This design comes from an exercise in tuning for small area on the open sky130 flow, not from production work. The RTL was checked by simulation tests, not by an equivalence proof against the original design. The flow treats the clock pin as an ideal source, which a real chip does not have.

ember:
==> flow/design.v (excerpt) <==
module result_ram (
    input  logic        clk,
    input  logic        rst_n,
    input  logic        we,
    input  logic [5:0]  addr,
    input  logic [31:0] din,
    output logic [31:0] dout,
    output logic        dout_valid,
    output logic [6:0]  wr_count,
    output logic        full
);
    logic        ph;
    logic [63:0] dec, wsel, nwsel, rsel, written;
    logic [31:0] dp, rd;
    logic [63:0] qt [32];     
    always_ff @(posedge clk or negedge rst_n) begin
        if (!rst_n) ph <= 1'b0;
        else        ph <= ~ph;
    end
    assign dp = din ^ {32{ph}};
    always_comb begin
        for (int i = 0; i < 64; i++) begin
            dec[i] = (addr == 6'(i));
        end
    end
    assign wsel  = dec & {64{we}};
    assign nwsel = ~wsel;
    assign rsel  = dec & written;
    for (genvar i = 0; i < 64; i++) begin : g_row
        for (genvar b = 0; b < 32; b++) begin : g_bit
            result_ram_bit u_bit (
                .clk (clk),
                .s   (wsel[i]),
                .ns  (nwsel[i]),
                .dp  (dp[b]),
                .q   (qt[b][i])
            );
        end
    end
    for (genvar b = 0; b < 32; b++) begin : g_rd
        result_ram_rdbit u_rd (.sel(rsel), .d(qt[b]), .o(rd[b]));
    end
    assign dout_valid = |rsel;
    assign dout       = rd ^ {32{ph & dout_valid}};
    result_ram_tracker u_tracker (
        .clk      (clk),
        .rst_n    (rst_n),
        .we       (we),
        .wsel     (wsel),
        .valid    (dout_valid),
        .written  (written),
        .wr_count (wr_count),
        .full     (full)
    );
endmodule
Size: about 5600 cells after synthesis, ~67000 um2 of cells after synthesis.
export LEC_CHECK = 0
export CAP_MARGIN = 5
export CORE_MARGIN = 2
export CORE_UTILIZATION = 70
export SETUP_SLACK_MARGIN = 0.2
export SLEW_MARGIN = 5
export SYNTH_HIERARCHICAL = 1
create_clock -name core_clock -period 10.0 [get_ports {clk}]
standard.sh (not shown) runs the stock make flow with config.mk's settings and CLKGATE_MAP_FILE= SYNTH_SCRIPT=/design/flow/synth_recipe.tcl, a recipe that flattens the netlist after the stock synthesis.
==> flow/flow/run.sh <==
#!/bin/bash
# Standard ORFS layout, with the clock tree built from small clock buffers
# and without CTS dummy loads. The CTS settings are chosen by trying a few
# candidates on the placed design and taking the smallest tree whose
# flip-flop clock-pin slew (placement estimate) stays under a margin.
set -uo pipefail
here=$(pwd)
R=$here/orfs/results/$FLOW_PLATFORM/result_ram/base

export BUFFER_PORTS_ARGS="-buffer_cell sky130_fd_sc_hd__buf_2"
bash standard.sh place > standard_place.log 2>&1 || exit 1

B=sky130_fd_sc_hd__clkbuf_
common="-sink_clustering_enable -repair_clock_nets -dont_use_dummy_load"
cands=(
  "$common -buf_list ${B}4 -sink_clustering_size 8 -sink_clustering_max_diameter 60"
  "$common -buf_list ${B}4 -sink_clustering_size 8 -sink_clustering_max_diameter 40"
  "$common -buf_list ${B}2 -sink_clustering_size 5 -sink_clustering_max_diameter 30"
  "$common -buf_list ${B}2"
  "$common -buf_list ${B}8 -sink_clustering_size 14 -sink_clustering_max_diameter 40"
  "$common -buf_list ${B}4"
  "$common -buf_list ${B}16"
)
mkdir -p cts_try
i=0
for c in "${cands[@]}"; do
  ( ODB=$R/3_place.odb SDC=$R/3_place.sdc CTSARGS="$c" \
      openroad -no_init -exit $here/flow/cts_try.tcl > cts_try/try_$i.log 2>&1 ) &
  i=$((i+1))
  if (( i % 4 == 0 )); then wait; fi
done
wait

best=""; best_area=1e18
i=0
for c in "${cands[@]}"; do
  line=$(grep '^RESULT' cts_try/try_$i.log || true)
  if [[ -n $line ]]; then
    area=$(echo "$line" | awk '{print $3}'); slew=$(echo "$line" | awk '{print $5}')
    echo "cand $i area $area slew $slew : $c" >> cts_try/summary.txt
    if awk -v s="$slew" -v a="$area" -v b="$best_area" 'BEGIN{exit !(s < 0.100 && a < b)}'; then
      best="$c"; best_area=$area
    fi
  fi
  i=$((i+1))
done
if [[ -z $best ]]; then best="-sink_clustering_enable -repair_clock_nets"; fi
echo "chosen: $best" >> cts_try/summary.txt

export CTS_ARGS="$best"
export BUFFER_PORTS_ARGS="-buffer_cell sky130_fd_sc_hd__buf_2"
bash standard.sh > standard_finish.log 2>&1
Other scripts of this flow, unchanged in this note and not shown: flow/flow/cts_try.tcl
ember finished all stages; layout check result: FAIL, due to max-capacitance violations, max-slew violations.
Changes in zinc relative to ember:
--- a/flow/config.mk
+++ b/flow/config.mk
@@ -8 +8 @@
-export CAP_MARGIN = 5
+export CAP_MARGIN = 20
@@ -10 +10 @@
-export CORE_UTILIZATION = 70
+export CORE_UTILIZATION = 60
@@ -12 +12 @@
-export SLEW_MARGIN = 5
+export SLEW_MARGIN = 20
## What came out
- Having completed the whole flow, zinc delivered a layout that passed the timing, design-rule and antenna checks.
- When the final numbers for ember and zinc were put side by side, the overall global routing resource usage turned out to be greater in ember.
- Changes observed in zinc relative to ember: first-pass iteration count of the detailed router up 2; area added between synthesis and finish up 0.33 points.
- The lower register-to-register slack came out of ember.

re-timing with driven ports:
Ports are ideal in the flow. The routed layouts listed here were re-timed in OpenROAD.
Step 1 (the two cells are an assumption about what drives the block):
set clk [get_ports {clk}]
set_driving_cell -lib_cell sky130_fd_sc_hd__clkbuf_16 $clk
set_driving_cell -lib_cell sky130_fd_sc_hd__buf_2 [delete_from_list [all_inputs] $clk]
Step 2, shift: input delay + t, output delay - t, t = (earliest + latest rising clock arrival at the registers) / 2. This alone moves slack from input paths to output paths.
a / b / c = ideal / step 1 / step 2; a / b = the first two.
run | t (ns) | setup slack, ns | worst register clock-pin slew, ns
ember | 1.268 | 1.096 / 0.939 / 0.939 | 0.10 / 0.10
zinc | 1.306 | 1.460 / 1.307 / 1.307 | 0.11 / 0.11
The setup slack of ember, which loses most, moves by -0.157 ns with the drivers and by -0.157 ns with both steps.
